Source: an optimization exercise on an open RTL-to-GDS flow (aim: small area, a short achievable clock period and few clock cycles). Production flows keep margins and buffers that such runs may drop.
No functional check of the RTL was part of any run shown here.
Power figures rest on the tool's default switching activity, not on a simulated workload.

### flow/config.mk
export PLATFORM = sky130hd
export DESIGN_NAME = nice_core_top
export DESIGN_NICKNAME = nice_core_top
export VERILOG_FILES = /design/flow/design.v
export SDC_FILE = /design/flow/constraint.sdc
export NUM_CORES = 4
export LEC_CHECK = 0
export CAP_MARGIN = 20
export CORE_MARGIN = 2
export CORE_UTILIZATION = 40
export SETUP_SLACK_MARGIN = 4.0
export SLEW_MARGIN = 20
### flow/constraint.sdc
create_clock -name core_clock -period 7.5 [get_ports {custom_mem_op}]
set_input_delay 1.5000 -clock core_clock [delete_from_list [all_inputs] [get_ports {custom_mem_op}]]
set_output_delay 1.5000 -clock core_clock [all_outputs]
set_load 0.01 [all_outputs]
### flow/design.v
package nice_pkg;
   typedef struct packed {
      logic [6:0] func7;
      logic [4:0] rs2;
      logic [4:0] rs1;
      logic [2:0] func3;
      logic [4:0] rd;
      logic [6:0] opcode;
   } nice_rtype_t;
   typedef union packed {
      logic [32-1:0] raw;
      nice_rtype_t           r;
   } nice_insn_u;
   typedef enum logic [2:0] {
      OP_NONE   = 3'd0,
      OP_LOAD_A = 3'd1,
      OP_LOAD_B = 3'd2,
      OP_LOAD_P = 3'd3,
      OP_STORE  = 3'd4,
      OP_WORK   = 3'd5
   } nice_op_e;
   typedef enum logic [2:0] {
      ST_IDLE = 3'd0,
      ST_MEM  = 3'd1,
      ST_WORK = 3'd2,
      ST_RESP = 3'd3
   } nice_state_e;
endpackage
`timescale 1ns/100ps
module row_buffer (
   input  logic                  custom_mem_op,
   input  logic                  wr_en,      
   input  logic [32-1:0] wr_data,
   output logic [32-1:0] head,       
   output logic [32-1:0] tail        
);
   logic [32-1:0] w [8];
   always_ff @(posedge custom_mem_op) begin
      for (int j = 1; j < 8 - 1; j++) w[j] <= w[j+1];
      w[8-1] <= w[0];
      w[0] <= wr_en ? wr_data : w[1];
   end
   assign head = w[0];
   assign tail = w[8-1];
endmodule
`timescale 1ns/100ps
module nice_core_top (
   input  logic                  custom_mem_op,
   input  logic                  nice_rst_n,
   output logic                  nice_active,
   output logic                  nice_mem_holdup,
   input  logic                  nice_req_valid,
   output logic                  nice_req_ready,
   input  logic [32-1:0] nice_req_inst,
   input  logic [32-1:0] nice_req_rs1,
   input  logic [32-1:0] nice_req_rs2,
   output logic                  nice_rsp_valid,
   input  logic                  nice_rsp_ready,
   output logic [32-1:0] nice_rsp_rdat,
   output logic                  nice_rsp_err,
   output logic                  nice_icb_cmd_valid,
   input  logic                  nice_icb_cmd_ready,
   output logic [32-1:0] nice_icb_cmd_addr,
   output logic                  nice_icb_cmd_read,
   output logic [32-1:0] nice_icb_cmd_wdata,
   output logic [1:0]            nice_icb_cmd_size,
   input  logic                  nice_icb_rsp_valid,
   output logic                  nice_icb_rsp_ready,
   input  logic [32-1:0] nice_icb_rsp_rdata,
   input  logic                  nice_icb_rsp_err
);
   localparam logic [1:0] K_LA = 2'd0, K_LB = 2'd1, K_LP = 2'd2, K_ST = 2'd3;
   localparam logic [1:0] Q_ILL = 2'd0, Q_MEM = 2'd1, Q_WK = 2'd2;
   logic rst;
   assign rst = ~nice_rst_n;
   logic [2:0]            ph;
   logic                  zact;
   logic [2:0]            zcnt;
   logic                  pk_v, pk_mem, pk_wk, pk_ill;
   logic [1:0]            pk_k;
   logic                  rdy_a, rdy_m, iss_go, act_q;
   logic [1:0]            rob_k [4];
   logic                  rob_d [4];
   logic                  rob_e [4];
   logic [1:0]            rob_hd, rob_tl;
   logic [2:0]            rob_n;
   logic                  q0_v, q1_v;
   logic [1:0]            q0_k, q1_k, q0_i, q1_i;
   logic [2:0]            rcnt, rslot;
   logic                  rerr;
   logic                  iss_act;
   logic [2:0]            icnt;
   logic [1:0]            iss_k;
   logic                  cmd_v, cmd_rd;
   logic [32-1:0] cmd_a, cmd_wd;
   logic                  busy, s2_v, s2_last, wdone, wres_p;
   logic [2:0]            wcnt;
   logic [2:0]            r_off;
   logic [32:0]   sreg;
   logic [32-1:0] wres;
   logic                  rsp_v, rsp_e, rsp_w;
   logic [6:0] d_opc, d_f7;
   logic [2:0] d_f3;
   logic       d_mem, d_wk;
   assign d_opc = nice_req_inst[6:0];
   assign d_f3  = nice_req_inst[14:12];
   assign d_f7  = nice_req_inst[31:25];
   assign d_mem = (d_opc == 7'b1111011) && (d_f3 == 3'b010) &&
                  (d_f7 >= 7'd1) && (d_f7 <= 7'd4);
   assign d_wk  = (d_opc == 7'b1111011) && (d_f3 == 3'b000) &&
                  (d_f7 == 7'd5);
   logic slot_free, req_hs, start, handoff, cont, fire;
   logic [2:0] lane;
   logic st_i, st_now;
   logic rsp_rdy, take, q0_done;
   logic raw_ok, lane_go;
   logic head_done, rob_push, rob_pop, rsp_hs;
   assign slot_free      = ~cmd_v | nice_icb_cmd_ready;
   assign nice_req_ready = rdy_a | (rdy_m & slot_free);
   assign req_hs         = nice_req_valid & nice_req_ready;
   assign start          = req_hs & pk_mem;
   assign handoff        = req_hs & pk_wk;
   assign cont   = iss_go & slot_free;
   assign fire   = cont | start;
   assign lane   = start ? 3'd0 : icnt;
   assign st_i   = (iss_k == K_ST);
   assign st_now = start ? (pk_k == K_ST) : st_i;
   assign rsp_rdy = q0_v & ((q0_k == K_ST) | ((rslot == 3'd0) & ~zact));
   assign take    = nice_icb_rsp_valid & rsp_rdy;
   assign q0_done = take & (rcnt == 3'd7);
   assign nice_icb_rsp_ready = rsp_rdy;
   assign raw_ok  = ~(q1_v & (q1_k != K_ST)) &
                    ~(q0_v & (q0_k != K_ST) & (rcnt <= wcnt));
   assign lane_go = busy & (ph == wcnt) & raw_ok;
   assign rob_push  = req_hs;
   assign head_done = (rob_k[rob_hd] == Q_WK) ? wdone : rob_d[rob_hd];
   assign rob_pop   = (rob_n != 3'd0) & head_done & (~rsp_v | nice_rsp_ready);
   assign rsp_hs    = rsp_v & nice_rsp_ready;
   logic [2:0] ph_n, rob_n_n, icnt_n, wcnt_n, r_off_n;
   logic       pk_v_n, busy_n, wres_p_n, iss_act_n, q1_v_n, rsp_v_n;
   logic [1:0] iss_k_n, pk_k_n;
   logic       pk_st_n;
   assign ph_n     = rst ? 3'd0 : ph + 3'd1;
   assign pk_v_n   = ~rst & nice_req_valid & ~req_hs;
   assign pk_k_n   = d_f7[1:0] - 2'd1;
   assign pk_st_n  = (pk_k_n == K_ST);
   assign rob_n_n  = rst ? 3'd0 : rob_n + {2'b00, rob_push} - {2'b00, rob_pop};
   assign busy_n   = rst ? 1'b0 : (handoff | (busy & ~(lane_go & (wcnt == 3'd7))));
   assign wcnt_n   = handoff ? 3'd0 : (lane_go ? wcnt + 3'd1 : wcnt);
   assign wres_p_n = rst ? 1'b0 : ((s2_v & s2_last) | (wres_p & ~(rsp_hs & rsp_w)));
   assign iss_act_n = rst ? 1'b0 : (fire ? (lane != 3'd7) : iss_act);
   assign icnt_n   = fire ? lane + 3'd1 : icnt;
   assign iss_k_n  = start ? pk_k : iss_k;
   assign r_off_n  = rst ? r_off - ph - 3'd1 : (handoff ? 3'd0 : r_off);
   assign q1_v_n   = rst ? 1'b0 : ((start & q0_v & ~q0_done) | (q1_v & ~q0_done));
   assign rsp_v_n  = rst ? 1'b0 : (rob_pop | (rsp_v & ~nice_rsp_ready));
   always_ff @(posedge custom_mem_op) begin
      ph      <= ph_n;
      pk_v    <= pk_v_n;
      pk_mem  <= d_mem;
      pk_wk   <= d_wk;
      pk_ill  <= ~d_mem & ~d_wk;
      pk_k    <= pk_k_n;
      rob_n   <= rob_n_n;
      busy    <= busy_n;
      wcnt    <= wcnt_n;
      wres_p  <= wres_p_n;
      iss_act <= iss_act_n;
      icnt    <= icnt_n;
      iss_k   <= iss_k_n;
      r_off   <= r_off_n;
      q1_v    <= q1_v_n;
      rsp_v   <= rsp_v_n;
      act_q   <= (rob_n_n != 3'd0) | rsp_v_n;
      rdy_a   <= pk_v_n & ~rob_n_n[2] &
                 ((~d_mem & ~d_wk) |
                  (d_wk & ~busy_n & ~wres_p_n & ~(iss_act_n & (iss_k_n == K_ST))));
      rdy_m   <= pk_v_n & ~rob_n_n[2] & d_mem & ~iss_act_n & ~q1_v_n &
                 (ph_n == (3'd3 + (pk_st_n ? r_off_n : 3'd0))) &
                 (pk_st_n ? (~busy_n | (wcnt_n != 3'd0)) : ~busy_n);
      iss_go  <= iss_act_n &
                 (ph_n == (icnt_n + 3'd3 + ((iss_k_n == K_ST) ? r_off_n : 3'd0))) &
                 ((iss_k_n != K_ST) | ~busy_n | (wcnt_n > icnt_n));
   end
   logic zero_w;
   always_ff @(posedge custom_mem_op) begin
      if (rst) begin
         zact <= 1'b1;
         zcnt <= 3'd0;
      end else if (zact) begin
         zcnt <= zcnt + 3'd1;
         if (zcnt == 3'd6) zact <= 1'b0;
      end
   end
   assign zero_w = rst | zact;
   logic [32-1:0] r_tap;
   always_ff @(posedge custom_mem_op) begin
      if (rst)                     cmd_v <= 1'b0;
      else if (fire)               cmd_v <= 1'b1;
      else if (nice_icb_cmd_ready) cmd_v <= 1'b0;
   end
   always_ff @(posedge custom_mem_op) begin
      if (fire) begin
         cmd_a  <= start ? nice_req_rs1 : cmd_a + 32'(4);
         cmd_rd <= ~st_now;
         cmd_wd <= r_tap;
      end
   end
   assign nice_icb_cmd_valid = cmd_v;
   assign nice_icb_cmd_addr  = cmd_a;
   assign nice_icb_cmd_read  = cmd_rd;
   assign nice_icb_cmd_wdata = cmd_wd;
   assign nice_icb_cmd_size  = 2'b10;
   always_ff @(posedge custom_mem_op) begin
      if (rst) begin
         q0_v  <= 1'b0;
         rcnt  <= 3'd0;
         rslot <= 3'd1;
         rerr  <= 1'b0;
      end else begin
         rslot <= rslot + 3'd1 - {2'b00, take};
         if (take) begin
            rcnt <= rcnt + 3'd1;
            rerr <= (rerr | nice_icb_rsp_err) & ~q0_done;
         end
         if (start & (~q0_v | q0_done)) begin
            q0_v <= 1'b1;
            q0_k <= pk_k;
            q0_i <= rob_tl;
         end else if (q0_done) begin
            q0_v <= q1_v;
            q0_k <= q1_k;
            q0_i <= q1_i;
         end
      end
   end
   always_ff @(posedge custom_mem_op) begin
      if (start & q0_v & ~q0_done) begin
         q1_k <= pk_k;
         q1_i <= rob_tl;
      end
   end
   logic [32-1:0] din, a_head, b_head, p_tap, mod_r;
   logic [32+1:0] diff;
   logic                  we_a, we_b, we_p;
   assign din  = zero_w ? '0 : nice_icb_rsp_rdata;
   assign we_a = zero_w | (take & (q0_k == K_LA));
   assign we_b = zero_w | (take & (q0_k == K_LB));
   assign we_p = zero_w | (take & (q0_k == K_LP));
   row_buffer u_row_a (.custom_mem_op(custom_mem_op), .wr_en(we_a), .wr_data(din),
                       .head(a_head), .tail());
   row_buffer u_row_b (.custom_mem_op(custom_mem_op), .wr_en(we_b), .wr_data(din),
                       .head(b_head), .tail());
   row_buffer u_row_p (.custom_mem_op(custom_mem_op), .wr_en(we_p), .wr_data(din),
                       .head(), .tail(p_tap));
   row_buffer u_row_r (.custom_mem_op(custom_mem_op), .wr_en(s2_v), .wr_data(mod_r),
                       .head(), .tail(r_tap));
   always_ff @(posedge custom_mem_op) begin
      sreg    <= {1'b0, a_head} + {1'b0, b_head};
      s2_v    <= ~rst & lane_go;
      s2_last <= (wcnt == 3'd7);
   end
   assign diff  = {1'b0, sreg} - {2'b00, p_tap};
   assign mod_r = diff[32+1] ? sreg[32-1:0] : diff[32-1:0];
   always_ff @(posedge custom_mem_op) begin
      if (rst) begin
         wdone <= 1'b0;
      end else begin
         if (s2_v & s2_last)                    wdone <= 1'b1;
         else if (rob_pop & (rob_k[rob_hd] == Q_WK)) wdone <= 1'b0;
      end
   end
   always_ff @(posedge custom_mem_op) begin
      if (s2_v & s2_last) wres <= mod_r;
   end
   always_ff @(posedge custom_mem_op) begin
      if (rst) begin
         rob_hd <= 2'd0;
         rob_tl <= 2'd0;
      end else begin
         if (rob_push) rob_tl <= rob_tl + 2'd1;
         if (rob_pop)  rob_hd <= rob_hd + 2'd1;
      end
   end
   always_ff @(posedge custom_mem_op) begin
      if (rob_push) begin
         rob_k[rob_tl] <= pk_ill ? Q_ILL : (pk_wk ? Q_WK : Q_MEM);
         rob_d[rob_tl] <= pk_ill;
         rob_e[rob_tl] <= pk_ill;
      end
      if (q0_done) begin
         rob_d[q0_i] <= 1'b1;
         rob_e[q0_i] <= rerr | nice_icb_rsp_err;
      end
   end
   always_ff @(posedge custom_mem_op) begin
      if (rob_pop) begin
         rsp_e <= rob_e[rob_hd] & (rob_k[rob_hd] != Q_WK);
         rsp_w <= (rob_k[rob_hd] == Q_WK);
      end
   end
   assign nice_rsp_valid = rsp_v;
   assign nice_rsp_err   = rsp_e;
   assign nice_rsp_rdat  = wres & {32{rsp_w}};
   assign nice_active     = nice_req_valid | act_q;
   assign nice_mem_holdup = q0_v;
endmodule
### flow/run.sh
#!/bin/bash
# synth_recipe.tcl (not shown) runs the flow's synth.tcl, then flattens the netlist and writes it again
# the make line also repeats each setting of config.mk as NAME=value (left out here)
make -C /OpenROAD-flow-scripts/flow DESIGN_CONFIG=/design/flow/config.mk WORK_HOME=/design/flow/orfs CLKGATE_MAP_FILE= SYNTH_SCRIPT=/design/flow/synth_recipe.tcl finish
==> results of run 1 <==
==> final cells by class <==
type	instances	area share
sequential	1233	0.612
clock buffer	155	0.0766
timing repair buffer	222	0.0509
timing repair inverter	2	0.000414
multi-input combinational	1342	0.200
inverter	99	0.00914
tap	1155	0.0342
clock inverter	47	0.0175
==> worst paths after layout <==
check | endpoint
worst max-delay path | nice_req_ready
worst max register to register | rdy_m$_DFF_P_
worst min register to register | u_row_b.w[2][5]$_DFF_P_
worst min-delay path | u_row_b.w[2][5]$_DFF_P_
==> cell usage in the layout, fill, tap and decap left out, types with 7 or more instances in the layout <==
| cell | instances |
|---|---|
| nor2_1 | 107 |
| a21oi_1 | 169 |
| a31oi_1 | 27 |
| a21o_1 | 27 |
| dfxtp_1 | 1112 |
| o21ai_1 | 10 |
| and3_1 | 25 |
| and2_1 | 38 |
| a211oi_1 | 15 |
| nand2b_1 | 7 |
| xor2_1 | 42 |
| dlygate4sd2_1 | 23 |
| nor3_1 | 24 |
| nand3_1 | 49 |
| clkdlybuf4s50_1 | 157 |
| buf_4 | 28 |
| or3_1 | 7 |
| xnor2_1 | 50 |
| clkbuf_16 | 115 |
| clkbuf_1 | 19 |
| inv_1 | 93 |
| edfxtp_1 | 119 |
| nand2_1 | 357 |
| nand4_1 | 17 |
| ha_1 | 91 |
| o211ai_1 | 7 |
| o21a_1 | 13 |
| o21ai_0 | 82 |
| nor2b_1 | 13 |
| clkinv_2 | 16 |
| clkbuf_8 | 21 |
| bufinv_16 | 13 |
| mux2_2 | 8 |
==> cells by family (layout without fill, tap and decap cells) <==
group / after synthesis / in the layout / synth area share
and+or+nand+nor: 689 / 689 / 0.0893
xor gates and xnor gates: 98 / 98 / 0.0247
adders and majority gates: 99 / 99 / 0.0365
muxes: 20 / 20 / 0.00680
DFF: 1233 / 1233 / 0.744
AOI/OAI and AO/OA: 434 / 434 / 0.0775
other: 2 / 2 / 0.000216
buffers and inverters: 179 / 525 / 0.0207
==> state kept, by name, summed over array words and instances (netlist names), 3 cells and up, named ones only <==
signal	cells
rob_e	4
r_off	3
zcnt	3
ph	3
rob_k	8
sreg	33
u_row_p.w	256
u_row_a.w	256
cmd_a	32
cmd_wd	32
wres	32
rcnt	3
rob_n	3
rslot	3
rob_d	4
u_row_b.w	256
u_row_r.w	256
icnt	3
wcnt	3
==> through the flow <==
stage,std cells,setup WS (ps),utilization,instance area [um2]
floorplan,2754,3310,-,34800
global placement,4035,1830,0.439,38000
detailed placement,4035,1680,0.439,38000
CTS,4253,3860,0.488,42200
global route,4255,3850,0.489,42300
finish,4255,3880,0.489,42300
==> power by group <==
part           leakage, nW  switching [mW]  internal (mW)  total, mW
Sequential            10.2          0.0387           6.69       6.73
Combinational         4.82           0.168          0.183      0.351
Clock                 1.96            2.44           3.50       5.93
==> per-layer routing <==
layer,global-route usage,share of wire,vias up
li1,-,-,9765
met1,0.218,0.49,9284
met2,0.238,0.44,418
met3,0.0288,0.045,130
met4,0.0576,0.025,10
met5,0,0.0010,-
==> worst reg2reg max path, cell delays in order, from the launching register on <==
cell and delay, ps:
edfxtp_1 380, nor2b_1 150, a221oi_2 290, a21oi_2 110, mux2i_4 230, nor3_4 180
xor2_2 150, ha_2 170, inv_1 50, fa_2 350, xnor2_2 160, xnor2_2 160
a21oi_1 130, nand3_1 110, nor2_1 110, nand2_1 50, or4_1 420, a211oi_2 140
==> repair_timing <==
action                     CTS  global route
gates resized for setup     72            24
pin swaps                   17            10
setup buffers               14             2
cloned                       2             0
setup endpoints to repair   40            23
==> results.cfg, run 1 <==
[run_status]
outcome = no timing/DRC/antenna violations

[critical_path]
critPathTopFamily = buffers and inverters
max_stage_delay_ps = 230
rr_startpoint = rob_k[1][1]$_DFFE_PP_
critPathArrivalTime_ps = 2120
r2r_cells = 17
slowest_stage = a21o_4
cp_num_cells = 4
r2r_setup_slack_ps = 4110
crit_type = in -> out
cp-start-kind = input port
path_max_fanout = 6
crit_buf_inv = 2
critPathLaunch = nice_icb_cmd_ready
required_ps = 6000
worst_setup_path_end_kind = output port
cp_cell_sequence = buf_6 > nand2b_4 > a21o_4 > buf_2

[global_routing]
grt_overflow_total = 0
grt_pass1_vias = 20000
grt_pass1_wl_um = 110000
grt_max_degree = 66
grt.total_usage = 0.155
antenna_found_initial = 7

[synthesis]
syn_inst = 2754
synth_top_area_frac = 0.642
synth_edf_count = 119
synth-seq-cells = 1233
yosys_warnings = 3
syn_area_per_cell_um2 = 12.6
syn_nets = 2988
synthFlopType = dfxtp_1
synth.yosys.seq_area_share = 0.744
synthTopCellsByArea = dfxtp_1 64%, edfxtp_1 10%, nand2_1 3.9%, ha_1 3.4%, a21oi_1 2.4%
synth_area_leader_cell = dfxtp_1
synth_common_cells = 1114 x dfxtp_1, 357 x nand2_1, 170 x a21oi_1
syn-cell-area_um2 = 34800
async_flop_share = 0
yosysUniqueCellTypes = 85
yosysMostFrequentCell = dfxtp_1

[clock_tree]
cts.clk_slew.worst_paths_ps = 60
numCtsBuffers = 110
cts.path.max_buffers = 3
tritoncts = yes
cts-root-buf = clkbuf_16
h-tree-depth = 3
clock_latency_ps = 690
clock-sinks = 1233
cts_hold_buf = 0

[timing]
fin_tns_setup_ps = 0
maxSlewHeadroom = 0.363
finalCriticalPeriod_ps = 3620
fmax_ghz = 0.277
hold_violations = 0
rsz0062_at_grt = true
hold_ws_ps = 301
drv_slew = 0
worstMarginPinSlew_ps = 955
setup_viol = 0
finClkSkew_ps = 52.0
fin_crit_sh = 0.482

[drt]
wl_per_cell_um = 16.4
ant_nets = 0
firstDrtPassIters = 5
drc = 0
vias = 19600
viasPerCell = 4.61
wl_um = 70000
drtIter0Drc = 1152

[layout]
finalNetCount = 3244
antenna_cells = 0
fill_cells = 7463
ff_latch_area_um2 = 25900
multi_input_area_um2 = 8440
drive_above_1_share = 0.0968
area_delta_synth_final_pct = 21.7

[flow_run]
cap_violations = 0

[floorplanning]
die_x_um = 299
row_count = 108
initial_core_util = 0.402
die_area_um2 = 89300
core-area_um2 = 86500
ios = 241
die_y_um = 299

[pwr]
leakage_nw = 16.9
ir_drop_uv = 208
power_mw = 13.0
power_density_nw_per_um2 = 308

[placement]
gp_congestion = 0.840
port_buffers = 191
hpwl_um = 47000

[hold_path]
hold_class = reg -> reg
hold_path.startpoint = u_row_b.w[3][5]$_DFF_P_
hold_depth = 0
==> run 2: changes to the inputs <==
--- a/flow/config.mk
+++ b/flow/config.mk
@@ -8,5 +8,5 @@
 export CAP_MARGIN = 20
 export CORE_MARGIN = 2
 export CORE_UTILIZATION = 40
-export SETUP_SLACK_MARGIN = 4.0
+export SETUP_SLACK_MARGIN = 4.3
 export SLEW_MARGIN = 20
==> results.cfg, run 2 <==
[timing]
finalCriticalPeriod_ps = 3610
setup_viol = 0
fmax_ghz = 0.277
fin_crit_sh = 0.482
fin_tns_setup_ps = 0
finClkSkew_ps = 34.4
rsz0062_at_grt = true
hold_violations = 0
maxSlewHeadroom = 0.445
drv_slew = 0
worstMarginPinSlew_ps = 832

[synthesis]
synthTopCellsByArea = dfxtp_1 64%, edfxtp_1 10%, nand2_1 3.9%, ha_1 3.4%, a21oi_1 2.4%
syn-cell-area_um2 = 34800
synth.yosys.seq_area_share = 0.744
yosysMostFrequentCell = dfxtp_1
yosysUniqueCellTypes = 85
synth-seq-cells = 1233
async_flop_share = 0
synthFlopType = dfxtp_1
yosys_warnings = 3
synth_common_cells = 1114 x dfxtp_1, 357 x nand2_1, 170 x a21oi_1
synth_edf_count = 119
synth_top_area_frac = 0.642
syn_nets = 2988
syn_area_per_cell_um2 = 12.6
syn_inst = 2754
synth_area_leader_cell = dfxtp_1

[clock_tree]
clock-sinks = 1233
h-tree-depth = 3
clock_latency_ps = 670
cts.path.max_buffers = 3
cts-root-buf = clkbuf_16
cts_hold_buf = 0
numCtsBuffers = 110
cts.clk_slew.worst_paths_ps = 60
tritoncts = yes

[critical_path]
crit_type = in -> reg
critPathMostFrequentCell = xnor2_2
max_stage_delay_ps = 420
critPathTopFamily = simple AND/OR/NAND/NOR gates
critPathArrivalTime_ps = 4200
required_ps = 8080
worst_setup_path_end_kind = flip-flop
path_max_fanout = 7
crit_buf_inv = 2
slowest_stage = or4_4
cp_cell_sequence = buf_6 > nand2b_4 > a21o_4 > and2_4 > xor2_1 > ha_2 > inv_2 > fa_2 > xnor2_2 > xnor2_2 > a21oi_2 > nand3_1 > nor2_1 > nand2_1 > or4_4 > a211oi_2
cp-start-kind = input port

[pwr]
pwr-share-clk = 0.449
ir_drop_uv = 167
seqPwrFrac = 0.514
leakage_nw = 17.1
p_comb_frac = 0.037
power.switching_mw = 2.67
internal-power_mw = 10.4
switching_share = 0.204
power_density_nw_per_um2 = 305

[layout]
finalNetCount = 3288
stdcell_area_um2 = 43000
final_common_cell = dfxtp_1
area_delta_synth_final_pct = 23.6
fill_cells = 7406
ff_latch_area_um2 = 25900
drive_above_1_share = 0.133
multi_input_area_um2 = 8610
mostFrequentLayoutCells = 1109 x dfxtp_1, 356 x nand2_1, 167 x a21oi_1

[global_routing]
grt_overflow_total = 0
grt_max_degree = 61
grt_pass1_vias = 19900
grt.total_usage = 0.161
grt_pass1_wl_um = 113000
antenna_found_initial = 7

[hold_path]
hold_class = reg -> reg

[floorplanning]
initial_core_util = 0.402
row_count = 108
ios = 241
die_x_um = 299
die_y_um = 299
die_area_um2 = 89300
core-area_um2 = 86500

[drt]
wl_um = 73000
drc = 0
ant_nets = 0
firstDrtPassIters = 5
vias = 19800
drtIter0Drc = 1077
viasPerCell = 4.61
wl_per_cell_um = 17.0

[placement]
port_buffers = 191
hpwl_um = 46600
gp_congestion = 0.846
place_area_um2 = 38000

[flow_run]
cap_violations = 0

[run_status]
outcome = no timing/DRC/antenna violations
[run 2: changes by cell type in the layout (fill, tap and decap cells not counted), moves of 8 or more]
| cell | change |
|---|---|
| and2_1 | -27 |
| and2_4 | +27 |
| buf_4 | +25 |
| buf_6 | +35 |
| clkdlybuf4s50_1 | -12 |
| clkinvlp_4 | +8 |
| dlygate4sd2_1 | -17 |
[run 2: power by group through the flow]
stage | Sequential (mW) | Combinational, mW | Clock [mW]
2_1_floorplan | 6.87 | 0.168 | 0
3_3_place_gp | 6.89 | 0.258 | 0
3_5_place_dp | 6.89 | 0.271 | 0
4_1_cts | 6.73 | 0.415 | 6.01
5_1_grt | 6.73 | 0.511 | 6.27
6_report | 6.73 | 0.480 | 5.88
[run 2: what timing repair did]
action,CTS,global route
pin swaps,20,24
resized for setup,184,129
endpoints found under the setup margin,72,101
buffers inserted,34,23
cloned,5,1
[run 2: cell families (layout without fill, tap and decap cells)]
family | after synthesis | in the layout | synth area share
other | 2 | 3 | 0.000216
AOI/OAI and AO/OA | 434 | 436 | 0.0775
muxes | 20 | 20 | 0.00680
and+or+nand+nor | 689 | 689 | 0.0893
adders and majority gates | 99 | 99 | 0.0365
buffers and inverters | 179 | 573 | 0.0207
DFF | 1233 | 1233 | 0.744
xor gates and xnor gates | 98 | 98 | 0.0247
[run 2: cell type report]
| cell class | count | share of cell area |
|---|---|---|
| clock inverter | 48 | 0.0154 |
| antenna | 1 | 0.0000582 |
| clock buffer | 160 | 0.0763 |
| timing repair inverter | 2 | 0.000408 |
| tap | 1155 | 0.0336 |
| sequential | 1233 | 0.602 |
| timing repair buffer | 264 | 0.0621 |
| multi-input combinational | 1344 | 0.200 |
| inverter | 99 | 0.00938 |
[run 2: path summary, 6_finish.rpt]
check,from,endpoint,slack [ps],depth (start not counted)
min reg2reg,u_row_b.w[4][9]$_DFF_P_,u_row_b.w[3][9]$_DFF_P_,310,0
max reg2reg,rob_k[1][0]$_DFFE_PP_,rdy_m$_DFF_P_,4020,17
min,u_row_b.w[4][9]$_DFF_P_,u_row_b.w[3][9]$_DFF_P_,310,0
max,nice_icb_cmd_ready,rdy_m$_DFF_P_,3890,16
[run 2: per-layer routing]
| metal | global-route usage | wire length, um | vias up |
|---|---|---|---|
| li1 | - | - | 9870 |
| met1 | 0.222 | 34900 | 9421 |
| met2 | 0.254 | 32800 | 423 |
| met3 | 0.0297 | 3290 | 123 |
| met4 | 0.0558 | 1940 | 10 |
| met5 | 0 | 60 | - |
[run 2: stage by stage]
stage | setup WS, ps | utilization | power (mW) | std cells | hold WS (ps)
2_1_floorplan | 3310 | - | 7.03 | 2754 | 310
3_3_place_gp | 1830 | 0.439 | 7.15 | 4034 | 310
3_5_place_dp | 1740 | 0.439 | 7.16 | 4034 | 312
4_1_cts | 3840 | 0.490 | 13.2 | 4281 | 306
5_1_grt | 3810 | 0.497 | 13.5 | 4306 | 309
6_report | 3890 | 0.497 | 13.1 | 4306 | 305
==> run 3: changes to the inputs <==
--- a/flow/config.mk
+++ b/flow/config.mk
@@ -7,6 +7,7 @@
 export LEC_CHECK = 0
 export CAP_MARGIN = 20
 export CORE_MARGIN = 2
-export CORE_UTILIZATION = 40
-export SETUP_SLACK_MARGIN = 4.3
+export CORE_UTILIZATION = 65
+export PLACE_DENSITY = 0.75
+export SETUP_SLACK_MARGIN = 4.0
 export SLEW_MARGIN = 20
==> results.cfg, run 3 <==
[run_status]
outcome = no timing/DRC/antenna violations

[drt]
drtIter0Drc = 1490
ant_nets = 0
drc = 0
viasPerCell = 5.36
wl_per_cell_um = 19.1
wl_um = 72500
vias = 20300
firstDrtPassIters = 5

[synthesis]
syn_inst = 2754
syn-cell-area_um2 = 34800
synthTopCellsByArea = dfxtp_1 64%, edfxtp_1 10%, nand2_1 3.9%, ha_1 3.4%, a21oi_1 2.4%
synth_area_leader_cell = dfxtp_1
syn_nets = 2988
synth_common_cells = 1114 x dfxtp_1, 357 x nand2_1, 170 x a21oi_1
synthFlopType = dfxtp_1
synth_top_area_frac = 0.642
syn_area_per_cell_um2 = 12.6
synth-seq-cells = 1233
yosysMostFrequentCell = dfxtp_1
synth_edf_count = 119
yosysUniqueCellTypes = 85
yosys_warnings = 3
synth.yosys.seq_area_share = 0.744
async_flop_share = 0

[timing]
setup_viol = 0
maxSlewHeadroom = 0.372
rsz0062_at_grt = true
finalCriticalPeriod_ps = 3680
finClkSkew_ps = 23.4
drv_slew = 0
fmax_ghz = 0.271
fin_crit_sh = 0.491
worstMarginPinSlew_ps = 942
fin_tns_setup_ps = 0
hold_violations = 0

[clock_tree]
clock_latency_ps = 680
cts.clk_slew.worst_paths_ps = 70
numCtsBuffers = 106
tritoncts = yes
cts.path.max_buffers = 3
clock-sinks = 1233
h-tree-depth = 3
cts_hold_buf = 0
cts-root-buf = clkbuf_16

[critical_path]
critPathLaunch = nice_icb_cmd_ready
rr_startpoint = rob_k[1][1]$_DFFE_PP_
crit_type = in -> out
cp-start-kind = input port
critPathArrivalTime_ps = 2180
path_max_fanout = 5
required_ps = 6000
worst_setup_path_end_kind = output port

[global_routing]
grt_max_degree = 97
grt.total_usage = 0.261
grt_pass1_vias = 20300
grt_pass1_wl_um = 113000
grt_overflow_total = 0
antenna_found_initial = 0

[floorplanning]
die_x_um = 235
die_area_um2 = 55300
core-area_um2 = 52800
initial_core_util = 0.659
ios = 241
die_y_um = 235
row_count = 84

[layout]
stdcell_area_um2 = 41600
final_common_cell = dfxtp_1
area_delta_synth_final_pct = 19.6
drive_above_1_share = 0.0986
finalNetCount = 3247
mostFrequentLayoutCells = 1111 x dfxtp_1, 356 x nand2_1, 169 x a21oi_1
antenna_cells = 0

[placement]
place_area_um2 = 37400
port_buffers = 191
gp_congestion = 0.862
hpwl_um = 44700

[pwr]
power_density_nw_per_um2 = 307
leakage_nw = 16.8
ir_drop_uv = 274

[hold_path]
hold_class = reg -> reg
hold_path.startpoint = u_row_r.w[3][2]$_DFF_P_

[flow_run]
cap_violations = 0
-- run 3: kinds of logic (layout without fill, tap and decap cells) --
logic type,count (synthesis),after routing,synth area share
and+or+nand+nor,689,689,0.0893
adders and majority gates,99,99,0.0365
xor gates and xnor gates,98,98,0.0247
AOI/OAI and AO/OA,434,436,0.0775
DFF,1233,1233,0.744
other,2,2,0.000216
muxes,20,20,0.00680
buffers and inverters,179,528,0.0207
-- run 3: metrics by stage --
step	worst slack (ps)	utilization	power [mW]	hold WS, ps	std cells
final	3820	0.788	12.8	315	3793
after global routing	3670	0.788	13.1	325	3793
after CTS	3810	0.785	12.8	323	3787
after detailed placement	1810	0.708	7.16	312	3565
after global placement	1880	0.708	7.14	309	3565
after floorplan	3310	-	7.03	310	2754
-- run 3: final timing paths --
path | endpoint | slack (ps) | cells past startpoint
min reg2reg | u_row_r.w[2][2]$_DFF_P_ | 320 | 0
max reg2reg | rdy_m$_DFF_P_ | 3910 | 17
min | u_row_r.w[2][2]$_DFF_P_ | 320 | 0
max | nice_req_ready | 3820 | 5
-- run 3: repair_timing --
| action | in CTS | in global routing |
|---|---|---|
| setup buffers | 18 | 6 |
| endpoints found under the hold margin | 0 | 0 |
| pin swaps | 22 | 20 |
| setup endpoints to repair | 53 | 14 |
| resized for setup | 88 | 27 |
| cloned | 4 | 0 |
-- run 3: per-layer routing --
layer / GRT usage / vias up / share of wire
met5: 0 / - / 0
met4: 0.0751 / 0 / 0.023
met3: 0.0410 / 125 / 0.047
met2: 0.407 / 566 / 0.45
met1: 0.380 / 9873 / 0.48
li1: - / 9780 / -
-- run 3: worst max-delay path: stages --
cell and delay (ps):
buf_6 90, nand2b_4 130, a21o_4 230, buf_6 120
buf_6 110
-- run 3: cell type report --
| class | count | area (um2) |
|---|---|---|
| tap | 688 | 861 |
| timing repair buffer | 228 | 2240 |
| fill | 3093 | 11200 |
| sequential | 1233 | 25900 |
| clock inverter | 51 | 633 |
| clock buffer | 149 | 3110 |
| timing repair inverter | 1 | 8.76 |
| multi-input combinational | 1344 | 8440 |
| inverter | 99 | 389 |
-- run 3: report_power, final --
part	switching, mW	internal, mW	total [mW]
Sequential	0.0398	6.69	6.73
Combinational	0.194	0.212	0.406
Clock	2.42	3.22	5.64
==> run 4: changes to the inputs <==
--- a/flow/config.mk
+++ b/flow/config.mk
@@ -7,7 +7,9 @@
 export LEC_CHECK = 0
 export CAP_MARGIN = 20
 export CORE_MARGIN = 2
-export CORE_UTILIZATION = 65
-export PLACE_DENSITY = 0.75
+export CORE_UTILIZATION = 40
+export CTS_BUF_LIST = sky130_fd_sc_hd__clkbuf_16
+export CTS_CLUSTER_DIAMETER = 80
+export CTS_CLUSTER_SIZE = 30
 export SETUP_SLACK_MARGIN = 4.0
 export SLEW_MARGIN = 20
==> results.cfg, run 4 <==
[run_status]
outcome = no timing/DRC/antenna violations

[floorplanning]
ios = 241
die_x_um = 299
core-area_um2 = 86500
initial_core_util = 0.402
die_area_um2 = 89300
die_y_um = 299
row_count = 108

[synthesis]
syn_inst = 2754
synthFlopType = dfxtp_1
yosysUniqueCellTypes = 85
synth_common_cells = 1114 x dfxtp_1, 357 x nand2_1, 170 x a21oi_1
synth_area_leader_cell = dfxtp_1
syn_area_per_cell_um2 = 12.6
synth_edf_count = 119
syn_nets = 2988
synthTopCellsByArea = dfxtp_1 64%, edfxtp_1 10%, nand2_1 3.9%, ha_1 3.4%, a21oi_1 2.4%
synth-seq-cells = 1233
syn-cell-area_um2 = 34800
yosysMostFrequentCell = dfxtp_1
synth.yosys.seq_area_share = 0.744
async_flop_share = 0
yosys_warnings = 3
synth_top_area_frac = 0.642

[critical_path]
cp-start-kind = input port
path_max_fanout = 6
critPathArrivalTime_ps = 2110
r2r_setup_slack_ps = 4090
crit_type = in -> out
r2r_cells = 15
r2r-end = rdy_m$_DFF_P_
required_ps = 6000
critPathLaunch = nice_icb_cmd_ready
worst_setup_path_end_kind = output port
endpoint = nice_req_ready

[drt]
wl_met2_um = 29900
wl_met3_um = 2810
viasPerCell = 4.62
wl_um = 68200
firstDrtPassIters = 5
wl_per_cell_um = 16.5
wl_met1_um = 34000
vias = 19100
ant_nets = 0
drtIter0Drc = 1140
drc = 0
top_layer = met5

[placement]
gp_congestion = 0.840
hpwl_um = 47000
place_area_um2 = 38000
pre_cts_ws_ps = 1680
port_buffers = 191

[global_routing]
grt_max_degree = 66
grt_pass1_wl_um = 107000
grt_pass1_vias = 19100
grt.total_usage = 0.150
grt_overflow_total = 0
antenna_found_initial = 7

[layout]
fill_cells = 7701
ff_latch_area_um2 = 25900
mostFrequentLayoutCells = 1112 x dfxtp_1, 357 x nand2_1, 169 x a21oi_1
final_common_cell = dfxtp_1
stdcell_area_um2 = 39900
final_util = 0.461
drive_above_1_share = 0.0609
antenna_cells = 0
area_delta_synth_final_pct = 14.7
multi_input_area_um2 = 8430
finalNetCount = 3185

[clock_tree]
clock_latency_ps = 680
numCtsBuffers = 51
cts-root-buf = clkbuf_16
cts.clk_slew.worst_paths_ps = 100
h-tree-depth = 2
tritoncts = yes
clock-sinks = 1233
cts.path.max_buffers = 3
cts_hold_buf = 0

[timing]
fmax_ghz = 0.277
setup_viol = 0
fin_crit_sh = 0.482
fin_ws_ps = 3890
worstMarginPinSlew_ps = 953
finalCriticalPeriod_ps = 3610
finClkSkew_ps = 57.8
rsz0062_at_grt = true
maxSlewHeadroom = 0.365
hold_violations = 0
drv_slew = 0
fin_tns_setup_ps = 0

[pwr]
power_mw = 10.4
ir_drop_uv = 171
power_density_nw_per_um2 = 260
leakage_nw = 15.8

[hold_path]
hold_class = reg -> reg

[flow_run]
cap_violations = 0
==> run 4: per-layer routing <==
metal,track usage,up-vias
met5,0,-
met4,0.0365,12
met3,0.0265,96
met2,0.236,331
met1,0.216,9057
li1,-,9578
==> run 4: through the flow <==
step,cells,hold slack [ps]
after floorplan,2754,310
after global placement,4035,310
after detailed placement,4035,312
after CTS,4128,280
after global routing,4129,286
final,4129,280
==> run 4: cell type report <==
type / count / share of cell area
clock inverter: 25 / 0.00696
timing repair inverter: 2 / 0.000439
sequential: 1233 / 0.649
multi-input combinational: 1342 / 0.211
inverter: 99 / 0.00976
tap: 1155 / 0.0362
clock buffer: 51 / 0.0320
timing repair buffer: 222 / 0.0544
==> run 4: cell families (layout without fill, tap and decap cells) <==
logic type                 Yosys count  in the layout  share of synthesized area
and+or+nand+nor                    689            689                     0.0893
DFF                               1233           1233                      0.744
xor gates and xnor gates            98             98                     0.0247
muxes                               20             20                    0.00680
adders and majority gates           99             99                     0.0365
AOI/OAI and AO/OA                  434            434                     0.0775
other                                2              2                   0.000216
buffers and inverters              179            399                     0.0207
==> run 4: worst min path at each step <==
stage | cells past startpoint | slack, ps | from | end
2_1_floorplan | 0 | 310 | u_row_a.w[2][0]$_DFF_P_ | u_row_a.w[1][0]$_DFF_P_
3_3_place_gp | 0 | 310 | u_row_b.w[2][13]$_DFF_P_ | u_row_b.w[1][13]$_DFF_P_
3_5_place_dp | 0 | 310 | u_row_p.w[2][19]$_DFF_P_ | u_row_p.w[1][19]$_DFF_P_
4_1_cts | 0 | 280 | u_row_b.w[5][12]$_DFF_P_ | u_row_b.w[4][12]$_DFF_P_
5_1_grt | 0 | 290 | u_row_b.w[5][12]$_DFF_P_ | u_row_b.w[4][12]$_DFF_P_
6_report | 0 | 280 | u_row_a.w[6][10]$_DFF_P_ | u_row_a.w[5][10]$_DFF_P_
==> run 4: worst max-delay path, cell delays in order <==
cell and delay, ps:
buf_6 90, nand2b_4 150, a21o_4 250, buf_6 130
==> run 4: report_power, final <==
group          switching, mW  internal, mW  total [mW]
sequential            0.0381          6.69        6.73
clock                   2.01          1.31        3.31
combinational          0.166         0.182       0.348
==> run 4: repair_timing <==
action	CTS	global route
gates cloned	2	0
setup endpoints to repair	40	27
resized for setup	74	28
pin swaps	19	7
buffers inserted	15	1
==> run 5: changes to the inputs <==
--- a/flow/config.mk
+++ b/flow/config.mk
@@ -8,8 +8,8 @@
 export CAP_MARGIN = 20
 export CORE_MARGIN = 2
 export CORE_UTILIZATION = 40
-export CTS_BUF_LIST = sky130_fd_sc_hd__clkbuf_16
-export CTS_CLUSTER_DIAMETER = 80
-export CTS_CLUSTER_SIZE = 30
+export CTS_BUF_LIST = sky130_fd_sc_hd__clkbuf_8
+export CTS_CLUSTER_DIAMETER = 50
+export CTS_CLUSTER_SIZE = 18
 export SETUP_SLACK_MARGIN = 4.0
 export SLEW_MARGIN = 20
==> results.cfg, run 5 <==
[critical_path]
critPathArrivalTime_ps = 2090
rr_startpoint = rob_k[1][1]$_DFFE_PP_
worst_setup_path_end_kind = output port
crit_type = in -> out
critPathLaunch = nice_icb_cmd_ready
required_ps = 6000
cp-start-kind = input port
path_max_fanout = 4

[synthesis]
async_flop_share = 0
synth_top_area_frac = 0.642
yosys_warnings = 3
synth_area_leader_cell = dfxtp_1
syn_area_per_cell_um2 = 12.6
syn-cell-area_um2 = 34800
synth.yosys.seq_area_share = 0.744
synth_common_cells = 1114 x dfxtp_1, 357 x nand2_1, 170 x a21oi_1
synthFlopType = dfxtp_1
yosysUniqueCellTypes = 85
syn_nets = 2988
synth_edf_count = 119
synth-seq-cells = 1233
yosysMostFrequentCell = dfxtp_1
syn_inst = 2754
synthTopCellsByArea = dfxtp_1 64%, edfxtp_1 10%, nand2_1 3.9%, ha_1 3.4%, a21oi_1 2.4%

[layout]
area_delta_synth_final_pct = 15.9
stdcell_count = 4210
drive_above_1_share = 0.0894
mostFrequentLayoutCells = 1110 x dfxtp_1, 357 x nand2_1, 169 x a21oi_1
fill_cells = 7640
stdcell_area_um2 = 40300
final_common_cell = dfxtp_1
final_util = 0.466
finalNetCount = 3231

[drt]
wl_um = 69800
ant_nets = 0
drc = 0
wl_per_cell_um = 16.6
firstDrtPassIters = 5
viasPerCell = 4.61
drtIter0Drc = 1104
vias = 19400

[clock_tree]
h-tree-depth = 3
cts_hold_buf = 0
clock_latency_ps = 740
tritoncts = yes
cts.path.max_buffers = 3
clock-sinks = 1233
cts-root-buf = clkbuf_8
cts.clk_slew.worst_paths_ps = 100
numCtsBuffers = 92

[global_routing]
grt_pass1_wl_um = 109000
grt_pass1_vias = 19600
grt_max_degree = 66
antenna_found_initial = 9
grt_overflow_total = 0
grt.total_usage = 0.154

[floorplanning]
initial_core_util = 0.402
die_area_um2 = 89300
ios = 241
die_x_um = 299
die_y_um = 299
core-area_um2 = 86500
row_count = 108

[placement]
dp.cells = 4035
pre_cts_ws_ps = 1680
place_area_um2 = 38000
gp_congestion = 0.840
hpwl_um = 47000
port_buffers = 191

[timing]
rsz0062_at_grt = true
hold_violations = 0
finalCriticalPeriod_ps = 3590
drv_slew = 0
fin_ws_ps = 3910
fmax_ghz = 0.279
fin_crit_sh = 0.478
hold_ws_ps = 299
fin_tns_setup_ps = 0
setup_viol = 0
worstMarginPinSlew_ps = 955
finClkSkew_ps = 66.1
maxSlewHeadroom = 0.364

[flow_run]
cap_violations = 0

[run_status]
outcome = no timing/DRC/antenna violations

[hold_path]
hold_path.startpoint = u_row_a.w[3][5]$_DFF_P_
hold_class = reg -> reg

[pwr]
power_density_nw_per_um2 = 267
ir_drop_uv = 135
leakage_nw = 15.9
power_mw = 10.8
-- run 5: cell counts after synthesis --
No cell type changed its count.
-- run 5: worst paths after layout --
path / to / slack (ps) / cells past startpoint
worst min register to register: u_row_a.w[2][5]$_DFF_P_ / 300 / 0
worst min-delay path: u_row_a.w[2][5]$_DFF_P_ / 300 / 0
worst max register to register: rdy_m$_DFF_P_ / 4020 / 17
worst max-delay path: nice_req_ready / 3910 / 4
-- run 5: worst max-delay path: stages --
cell      delay, ps
buf_6            90
nand2b_4        150
a21o_4          230
buf_6           120
-- run 5: layout make-up --
type	count	area (um2)	share of cell area
Timing Repair inverter	2	17.5	0.000435
Sequential cell	1233	25900	0.642
Antenna cell	1	2.50	0.0000621
Tap cell	1155	1450	0.0359
Multi-Input combinational cell	1342	8420	0.209
Inverter	99	387	0.00960
Clock inverter	51	569	0.0141
Clock buffer	100	1380	0.0342
Timing Repair Buffer	227	2200	0.0545
-- run 5: per-layer routing --
| layer | up-vias | part of all wire | GRT usage |
|---|---|---|---|
| met4 | 12 | 0.029 | 0.0569 |
| met2 | 412 | 0.44 | 0.237 |
| met5 | - | 0.0010 | 0 |
| li1 | 9692 | - | - |
| met1 | 9175 | 0.49 | 0.217 |
| met3 | 128 | 0.047 | 0.0289 |
-- run 5: what timing repair did --
action | 4_1_cts | 5_1_grt
hold endpoints to repair | 0 | 0
buffers inserted | 15 | 4
pin swaps | 9 | 4
cloned | 3 | 1
resized for setup | 105 | 41
setup endpoints to repair | 40 | 29
-- run 5: power by group --
part / total, mW / switching, mW / internal, mW / leakage, nW
Combinational: 0.387 / 0.183 / 0.204 / 4.69
Sequential: 6.72 / 0.0383 / 6.69 / 10.2
Clock: 3.66 / 2.14 / 1.52 / 1.04
-- run 5: logic make-up after synthesis --
kind of cell / after synthesis / synth area share
adder cells (fa/ha/maj): 99 / 0.0365
multiplexers: 20 / 0.00680
flip-flops: 1233 / 0.744
buffers and inverters: 179 / 0.0207
AO/OA/AOI/OAI: 434 / 0.0775
other: 2 / 0.000216
XOR/XNOR: 98 / 0.0247
AND/OR/NAND/NOR: 689 / 0.0893
==> run 6: changes to the inputs <==
--- a/flow/design.v
+++ b/flow/design.v
@@ -70,16 +70,14 @@
    input  logic                  nice_icb_rsp_err
 );
    localparam logic [1:0] K_LA = 2'd0, K_LB = 2'd1, K_LP = 2'd2, K_ST = 2'd3;
-   localparam logic [1:0] Q_ILL = 2'd0, Q_MEM = 2'd1, Q_WK = 2'd2;
    logic rst;
    assign rst = ~nice_rst_n;
    logic [2:0]            ph;
    logic                  zact;
-   logic [2:0]            zcnt;
    logic                  pk_v, pk_mem, pk_wk, pk_ill;
    logic [1:0]            pk_k;
    logic                  rdy_a, rdy_m, iss_go, act_q;
-   logic [1:0]            rob_k [4];
+   logic                  rob_w [4];
    logic                  rob_d [4];
    logic                  rob_e [4];
    logic [1:0]            rob_hd, rob_tl;
@@ -117,9 +115,9 @@
    logic head_done, rob_push, rob_pop, rsp_hs;
    assign slot_free      = ~cmd_v | nice_icb_cmd_ready;
    assign nice_req_ready = rdy_a | (rdy_m & slot_free);
-   assign req_hs         = nice_req_valid & nice_req_ready;
-   assign start          = req_hs & pk_mem;
-   assign handoff        = req_hs & pk_wk;
+   assign start          = nice_req_valid & rdy_m & slot_free;
+   assign handoff        = nice_req_valid & rdy_a & pk_wk;
+   assign req_hs         = start | (nice_req_valid & rdy_a);
    assign cont   = iss_go & slot_free;
    assign fire   = cont | start;
    assign lane   = start ? 3'd0 : icnt;
@@ -133,7 +131,7 @@
                     ~(q0_v & (q0_k != K_ST) & (rcnt <= wcnt));
    assign lane_go = busy & (ph == wcnt) & raw_ok;
    assign rob_push  = req_hs;
-   assign head_done = (rob_k[rob_hd] == Q_WK) ? wdone : rob_d[rob_hd];
+   assign head_done = rob_w[rob_hd] ? wdone : rob_d[rob_hd];
    assign rob_pop   = (rob_n != 3'd0) & head_done & (~rsp_v | nice_rsp_ready);
    assign rsp_hs    = rsp_v & nice_rsp_ready;
    logic [2:0] ph_n, rob_n_n, icnt_n, wcnt_n, r_off_n;
@@ -154,6 +152,19 @@
    assign r_off_n  = rst ? r_off - ph - 3'd1 : (handoff ? 3'd0 : r_off);
    assign q1_v_n   = rst ? 1'b0 : ((start & q0_v & ~q0_done) | (q1_v & ~q0_done));
    assign rsp_v_n  = rst ? 1'b0 : (rob_pop | (rsp_v & ~nice_rsp_ready));
+   logic       busy_w, pcond, wok_start, wok_cont, wok_idle, iss_go_n;
+   logic [2:0] wcnt_w, icnt_p1;
+   assign busy_w    = busy & ~(lane_go & (wcnt == 3'd7));
+   assign wcnt_w    = lane_go ? wcnt + 3'd1 : wcnt;
+   assign icnt_p1   = icnt + 3'd1;
+   assign pcond     = ((ph + 3'd1) == (icnt + 3'd3 + (st_i ? r_off : 3'd0)));
+   assign wok_start = (pk_k != K_ST) | ~busy_w | (wcnt_w > 3'd1);
+   assign wok_cont  = ~st_i | ~busy_w | (wcnt_w > icnt_p1);
+   assign wok_idle  = ~st_i | ~busy_w | (wcnt_w > icnt);
+   assign iss_go_n  = rst ? 1'b0 :
+                      start ? wok_start :
+                      cont  ? ((icnt != 3'd7) & wok_cont) :
+                              (iss_act & pcond & wok_idle);
    always_ff @(posedge custom_mem_op) begin
       ph      <= ph_n;
       pk_v    <= pk_v_n;
@@ -178,19 +189,12 @@
       rdy_m   <= pk_v_n & ~rob_n_n[2] & d_mem & ~iss_act_n & ~q1_v_n &
                  (ph_n == (3'd3 + (pk_st_n ? r_off_n : 3'd0))) &
                  (pk_st_n ? (~busy_n | (wcnt_n != 3'd0)) : ~busy_n);
-      iss_go  <= iss_act_n &
-                 (ph_n == (icnt_n + 3'd3 + ((iss_k_n == K_ST) ? r_off_n : 3'd0))) &
-                 ((iss_k_n != K_ST) | ~busy_n | (wcnt_n > icnt_n));
+      iss_go  <= iss_go_n;
    end
    logic zero_w;
    always_ff @(posedge custom_mem_op) begin
-      if (rst) begin
-         zact <= 1'b1;
-         zcnt <= 3'd0;
-      end else if (zact) begin
-         zcnt <= zcnt + 3'd1;
-         if (zcnt == 3'd6) zact <= 1'b0;
-      end
+      if (rst)              zact <= 1'b1;
+      else if (ph == 3'd6)  zact <= 1'b0;
    end
    assign zero_w = rst | zact;
    logic [32-1:0] r_tap;
@@ -267,7 +271,7 @@
          wdone <= 1'b0;
       end else begin
          if (s2_v & s2_last)                    wdone <= 1'b1;
-         else if (rob_pop & (rob_k[rob_hd] == Q_WK)) wdone <= 1'b0;
+         else if (rob_pop & rob_w[rob_hd])         wdone <= 1'b0;
       end
    end
    always_ff @(posedge custom_mem_op) begin
@@ -284,7 +288,7 @@
    end
    always_ff @(posedge custom_mem_op) begin
       if (rob_push) begin
-         rob_k[rob_tl] <= pk_ill ? Q_ILL : (pk_wk ? Q_WK : Q_MEM);
+         rob_w[rob_tl] <= pk_wk;
          rob_d[rob_tl] <= pk_ill;
          rob_e[rob_tl] <= pk_ill;
       end
@@ -295,8 +299,8 @@
    end
    always_ff @(posedge custom_mem_op) begin
       if (rob_pop) begin
-         rsp_e <= rob_e[rob_hd] & (rob_k[rob_hd] != Q_WK);
-         rsp_w <= (rob_k[rob_hd] == Q_WK);
+         rsp_e <= rob_e[rob_hd];
+         rsp_w <= rob_w[rob_hd];
       end
    end
    assign nice_rsp_valid = rsp_v;
--- a/flow/config.mk
+++ b/flow/config.mk
@@ -8,8 +8,8 @@
 export CAP_MARGIN = 20
 export CORE_MARGIN = 2
 export CORE_UTILIZATION = 40
-export CTS_BUF_LIST = sky130_fd_sc_hd__clkbuf_8
-export CTS_CLUSTER_DIAMETER = 50
-export CTS_CLUSTER_SIZE = 18
-export SETUP_SLACK_MARGIN = 4.0
+export CTS_BUF_LIST = sky130_fd_sc_hd__clkbuf_4 sky130_fd_sc_hd__clkbuf_8 sky130_fd_sc_hd__clkbuf_16
+export CTS_CLUSTER_DIAMETER = 80
+export CTS_CLUSTER_SIZE = 30
+export SETUP_SLACK_MARGIN = 4.2
 export SLEW_MARGIN = 20
==> results.cfg, run 6 <==
[synthesis]
synthFlopType = dfxtp_1
synth-compound-area-share = 0.0609
synth_xor_area_frac = 0.0257
synth_area_leader_cell = dfxtp_1
synth.yosys.seq_area_share = 0.755
synthTopCellsByArea = dfxtp_1 65%, edfxtp_1 10%, nand2_1 3.9%, ha_1 3.5%, a21oi_1 2.4%
syn_nets = 2863
synth_top_area_frac = 0.651
yosys.area_share.simple = 0.0838
syn_inst = 2628
yosysUniqueCellTypes = 61
synth_top_family_by_area = simple AND/OR/NAND/NOR gates
synth_edf_count = 118
synth_common_cells = 1107 x dfxtp_1, 352 x nand2_1, 164 x a21oi_1
synthMuxAreaShare = 0.0179
synth-adder-area-share = 0.0382
async_flop_share = 0
yosys_warnings = 3
syn-cell-area_um2 = 34000
synth-seq-cells = 1225
yosysMostFrequentCell = dfxtp_1
syn_area_per_cell_um2 = 12.9

[clock_tree]
clock-sinks = 1225
numCtsBuffers = 50
cts.path.max_buffers = 3
clock_latency_ps = 630
h-tree-depth = 2
tritoncts = yes
cts.clk_slew.worst_paths_ps = 100
cts-root-buf = clkbuf_16
cts_hold_buf = 0

[critical_path]
cp_num_cells = 18
critPathLaunch = nice_icb_cmd_ready
cp_cell_sequence = buf_6 > nand2b_4 > a21o_1 > and2_4 > inv_2 > ha_4 > inv_2 > ha_4 > inv_2 > fa_2 > xnor2_2 > xnor2_1 > nand2_1 > inv_2 > or3_4 > or4_4 > or4b_4 > a21oi_2
cp-start-kind = input port
r2r_setup_slack_ps = 3440
crit_type = in -> reg
slowest_stage = or4b_4
path_max_fanout = 3
worst_setup_path_end_kind = flip-flop
crit_buf_inv = 5
r2r_cells = 16
r2r-end = rdy_m$_DFF_P_
critPathMostFrequentCell = inv_2
critPathTopFamily = simple AND/OR/NAND/NOR gates
max_stage_delay_ps = 540
critPathArrivalTime_ps = 4690
required_ps = 8070

[placement]
port_buffers = 191
place_area_um2 = 37200
gp_congestion = 0.868
hpwl_um = 42800

[timing]
rsz0062_at_grt = true
finalCriticalPeriod_ps = 4120
fmax_ghz = 0.243
fin_crit_sh = 0.549
worstMarginPinSlew_ps = 729
finClkSkew_ps = 15.9
hold_violations = 0
setup_viol = 0
maxSlewHeadroom = 0.514
fin_tns_setup_ps = 0
hold_ws_ps = 316
drv_slew = 0

[hold_path]
holdPathEnd = u_row_b.w[1][4]$_DFF_P_
hold_class = reg -> reg
hold_path.startpoint = u_row_b.w[2][4]$_DFF_P_
hold_depth = 0

[layout]
finalNetCount = 3110
fill_cells = 7282
drive_above_1_share = 0.121
area_delta_synth_final_pct = 18.4
mostFrequentLayoutCells = 1100 x dfxtp_1, 346 x nand2_1, 163 x a21oi_1
final_util = 0.480
stdcell_area_um2 = 40300
antenna_cells = 0
final_common_cell = dfxtp_1

[pwr]
power_mw = 10.4
power_density_nw_per_um2 = 258
leakage_nw = 15.7
ir_drop_uv = 128

[floorplanning]
initial_core_util = 0.405
row_count = 106
die_x_um = 296
die_area_um2 = 87400
ios = 241
die_y_um = 296
core-area_um2 = 84000

[global_routing]
grt.total_usage = 0.155
antenna_found_initial = 5
grt_max_degree = 70
grt_pass1_wl_um = 105000
grt_pass1_vias = 18600
grt_overflow_total = 0

[drt]
firstDrtPassIters = 6
viasPerCell = 4.58
wl_per_cell_um = 17.1
ant_nets = 0
drc = 0
drtIter0Drc = 950
vias = 18500
wl_um = 69000

[flow_run]
cap_violations = 0

[run_status]
outcome = no timing/DRC/antenna violations
## run 6: cell types whose count changed in the layout (fill, tap and decap cells not counted), sizes merged, moves of 8 or more
cell,before,now
a31oi,27,14
and3,25,11
buf,41,105
clkbuf,111,69
clkdlybuf4s15,18,0
clkinv,13,1
inv,133,93
mux2,9,41
nand2b,9,19
nand3,50,41
nor2,109,91
xnor2,55,63
## run 6: metrics by stage
| stage | instances | setup WS (ps) |
|---|---|---|
| final | 4038 | 3380 |
| after global routing | 4038 | 3340 |
| after CTS | 4017 | 3480 |
| after detailed placement | 3901 | 1970 |
| after global placement | 3901 | 1980 |
| after floorplan | 2628 | 2740 |
## run 6: worst max-delay path by stage
stage	endpoint	slack (ps)
floorplan	rdy_m$_DFF_P_	2740
global placement	rdy_m$_DFF_P_	1980
detailed placement	rdy_m$_DFF_P_	1970
CTS	rdy_m$_DFF_P_	3480
global route	rdy_m$_DFF_P_	3340
finish	rdy_m$_DFF_P_	3380
## run 6: where the power goes
part	internal [mW]	total, mW	switching [mW]
Clock	1.44	3.38	1.94
Combinational	0.215	0.378	0.163
Sequential	6.63	6.66	0.0330
Total	8.28	10.4	2.14
## run 6: repair_timing
item,CTS,global route
pin swaps,23,20
setup buffers,27,20
gates resized for setup,282,112
endpoints found under the hold margin,0,0
setup endpoints to repair,112,119
cloned,8,1
## run 6: logic make-up (layout without fill, tap and decap cells)
kind of cell               Yosys count  count (layout)
and+or+nand+nor                    638             638
muxes                               52              52
other                                2               2
xor gates and xnor gates           100             100
DFF                               1225            1225
adders and majority gates          102             102
buffers and inverters              151             427
AOI/OAI and AO/OA                  358             358
## run 6: routing by layer
layer	up-vias	global-route usage	wire [um]	share of wire
met5	-	0	66	0.00096
met4	10	0.0618	2330	0.034
met3	106	0.0228	2840	0.041
met2	310	0.258	32600	0.47
met1	8910	0.204	31100	0.45
li1	9170	-	-	-
## run 6: layout make-up
cell class	count	area, um2	area share
flip-flops and latches	1225	25700	0.638
multi-input cells	1252	8370	0.208
repair buffers	260	2850	0.0707
clock buffers	68	1440	0.0357
well taps	1134	1420	0.0352
inverters	85	328	0.00813
clock inverters	13	174	0.00432
repair inverters	1	5.00	0.000124
==> run 7: changes to the inputs <==
--- a/flow/config.mk
+++ b/flow/config.mk
@@ -11,5 +11,5 @@
 export CTS_BUF_LIST = sky130_fd_sc_hd__clkbuf_4 sky130_fd_sc_hd__clkbuf_8 sky130_fd_sc_hd__clkbuf_16
 export CTS_CLUSTER_DIAMETER = 80
 export CTS_CLUSTER_SIZE = 30
-export SETUP_SLACK_MARGIN = 4.2
+export SETUP_SLACK_MARGIN = 4.0
 export SLEW_MARGIN = 20
==> results.cfg, run 7 <==
[run_status]
outcome = no timing/DRC/antenna violations

[drt]
viasPerCell = 4.56
wl_um = 67600
ant_nets = 0
wl_per_cell_um = 16.8
drc = 0
vias = 18300
drtIter0Drc = 891
firstDrtPassIters = 5

[layout]
drive_above_1_share = 0.0911
mostFrequentLayoutCells = 1101 x dfxtp_1, 344 x nand2_1, 163 x a21oi_1
final_common_cell = dfxtp_1
finalNetCount = 3092
area_delta_synth_final_pct = 17.2

[timing]
hold_ws_ps = 316
rsz0062_at_grt = true
drv_slew = 0
fin_tns_setup_ps = 0
worstMarginPinSlew_ps = 897
setup_viol = 0
fmax_ghz = 0.244
finClkSkew_ps = 24.3
fin_crit_sh = 0.547
maxSlewHeadroom = 0.402
hold_violations = 0
finalCriticalPeriod_ps = 4100

[critical_path]
r2r-end = rdy_m$_DFF_P_
cp-start-kind = input port
path_max_fanout = 2
critPathArrivalTime_ps = 4680
cp_cell_sequence = dlygate4sd2_1 > nor2b_2 > nor3_4 > ha_4 > inv_4 > ha_4 > inv_2 > fa_2 > xnor2_2 > xnor2_1 > nand2_1 > inv_2 > or3_4 > or4_4 > or4b_4 > a21oi_2
endpoint = rdy_m$_DFF_P_
critPathLaunch = nice_rsp_ready
required_ps = 8070
crit_type = in -> reg
worst_setup_path_end_kind = flip-flop
slowest_stage = or4b_4
r2r_setup_slack_ps = 3510
r2r_cells = 16
max_stage_delay_ps = 520

[hold_path]
hold_depth = 0
hold_class = reg -> reg

[synthesis]
yosysUniqueCellTypes = 61
synth_common_cells = 1107 x dfxtp_1, 352 x nand2_1, 164 x a21oi_1
synth_edf_count = 118
syn-cell-area_um2 = 34000
yosysMostFrequentCell = dfxtp_1
synth_top_area_frac = 0.651
synthTopCellsByArea = dfxtp_1 65%, edfxtp_1 10%, nand2_1 3.9%, ha_1 3.5%, a21oi_1 2.4%
yosys_warnings = 3
async_flop_share = 0
syn_inst = 2628
synth.yosys.seq_area_share = 0.755
synthFlopType = dfxtp_1
syn_area_per_cell_um2 = 12.9
synth_area_leader_cell = dfxtp_1
syn_nets = 2863
synth-seq-cells = 1225

[global_routing]
antenna_found_initial = 5
grt.total_usage = 0.151
grt_overflow_total = 0
grt_pass1_wl_um = 103000
grt_pass1_vias = 18400
grt_max_degree = 70

[floorplanning]
die_y_um = 296
die_x_um = 296
ios = 241
core-area_um2 = 84000
initial_core_util = 0.405
die_area_um2 = 87400
row_count = 106

[clock_tree]
h-tree-depth = 2
cts_hold_buf = 0
cts.clk_slew.worst_paths_ps = 110
tritoncts = yes
numCtsBuffers = 51
clock_latency_ps = 640
cts-root-buf = clkbuf_16
cts.path.max_buffers = 3
clock-sinks = 1225

[placement]
hpwl_um = 42400
port_buffers = 191
gp_congestion = 0.824

[pwr]
power_density_nw_per_um2 = 260
ir_drop_uv = 134
power_mw = 10.4
leakage_nw = 15.6

[flow_run]
cap_violations = 0
run 7: cell counts after synthesis:
Identical to the previous run, type by type.
run 7: critical path, delay by kind of cell:
family                     cells  cell delay [ps]
adders and majority gates      3              750
xor gates and xnor gates       2              270
AOI/OAI and AO/OA              1              100
and+or+nand+nor                6             1670
buffers and inverters          4              370
run 7: how the worst min path moves through the flow:
stage	startpoint	end	slack, ps
2_1_floorplan	u_row_a.w[2][0]$_DFF_P_	u_row_a.w[1][0]$_DFF_P_	310
3_3_place_gp	u_row_a.w[2][7]$_DFF_P_	u_row_a.w[1][7]$_DFF_P_	310
3_5_place_dp	u_row_b.w[7][14]$_DFF_P_	u_row_b.w[6][14]$_DFF_P_	310
4_1_cts	u_row_p.w[4][17]$_DFF_P_	u_row_p.w[3][17]$_DFF_P_	320
5_1_grt	u_row_r.w[5][29]$_DFF_P_	u_row_r.w[4][29]$_DFF_P_	320
6_report	u_row_r.w[6][5]$_DFF_P_	u_row_r.w[5][5]$_DFF_P_	320
run 7: layer usage:
layer | vias to the layer above | GRT usage | wire [um]
li1 | 9139 | - | -
met1 | 8762 | 0.203 | 31400
met2 | 313 | 0.247 | 31100
met3 | 109 | 0.0277 | 3010
met4 | 8 | 0.0489 | 1980
met5 | - | 0 | 47
run 7: logic make-up after synthesis:
family	synth area share
flops	0.755
simple gates	0.0838
compound gates	0.0609
buf+inv	0.0178
fa+ha+maj	0.0382
xor+xnor	0.0257
mux	0.0179
other cells	0.000221
run 7: final cells by class:
| type | instances | area (um2) |
|---|---|---|
| fillers | 7341 | 44100 |
| flip-flops and latches | 1225 | 25700 |
| multi-input cells | 1252 | 8280 |
| repair buffers | 242 | 2520 |
| well taps | 1134 | 1420 |
| clock buffers | 69 | 1410 |
| inverters | 85 | 327 |
| clock inverters | 13 | 209 |
| diodes | 3 | 7.51 |
run 7: report_power, final:
part	total [mW]	internal (mW)	switching [mW]
logic	0.306	0.173	0.133
clock network	3.41	1.43	1.98
registers	6.66	6.63	0.0347
run 7: through the flow:
stage	utilization	area, um2	setup slack (ps)	instances
floorplan	-	34100	2740	2628
global placement	0.444	37200	2020	3902
detailed placement	0.444	37200	2020	3902
CTS	0.469	39400	3400	4007
global route	0.475	39900	3350	4020
finish	0.475	39900	3400	4023
run 7: what timing repair did:
action / in CTS / in global routing
buffers inserted: 18 / 10
gates resized for setup: 120 / 83
gates cloned: 5 / 3
pin swaps: 14 / 23
setup endpoints to repair: 99 / 73

[what the ideal ports hide]
In the flow no input, the clock included, has a driving cell. The finished layouts below were timed again as built, in two steps.
Step 1 (the two cells are an assumption about what drives the block):
set clk [get_ports {custom_mem_op}]
set_driving_cell -lib_cell sky130_fd_sc_hd__clkbuf_16 $clk
set_driving_cell -lib_cell sky130_fd_sc_hd__buf_2 [delete_from_list [all_inputs] $clk]
Step 2 moves the port delays by t, midway between the first and last clock arrival at a register: inputs arrive t later, outputs are due t later. That takes back most of the time a late clock gives input paths.
a / b / c = no drivers / after step 1 / after step 2; a / b = the first two.
run | shift t [ns] | slack for setup (ns) | worst hold slack (ns) | worst setup path at the end | cell pins on the clock port's net
run 1 | 0.726 | 3.884 / 3.854 / 3.244 | 0.301 / 0.301 / 0.301 | input to register | 1
run 2 | 0.717 | 3.888 / 3.867 / 3.202 | 0.305 / 0.305 / 0.305 | input to register | 1
run 3 | 0.728 | 3.815 / 3.774 / 3.197 | 0.315 / 0.315 / 0.315 | input to register | 1
run 4 | 0.713 | 3.886 / 3.856 / 3.214 | 0.280 / 0.280 / 0.280 | input to register | 1
run 5 | 0.770 | 3.913 / 3.882 / 3.187 | 0.299 / 0.299 / 0.299 | input to register | 1
run 6 | 0.685 | 3.380 / 3.404 / 2.719 | 0.316 / 0.316 / 0.316 | input to register | 1
run 7 | 0.686 | 3.397 / 3.430 / 2.744 | 0.316 / 0.316 / 0.316 | input to register | 1
After both steps every run listed still meets setup and hold. The setup slack of run 5, which loses most, moves by -0.031 ns with the drivers and by -0.726 ns with both steps.
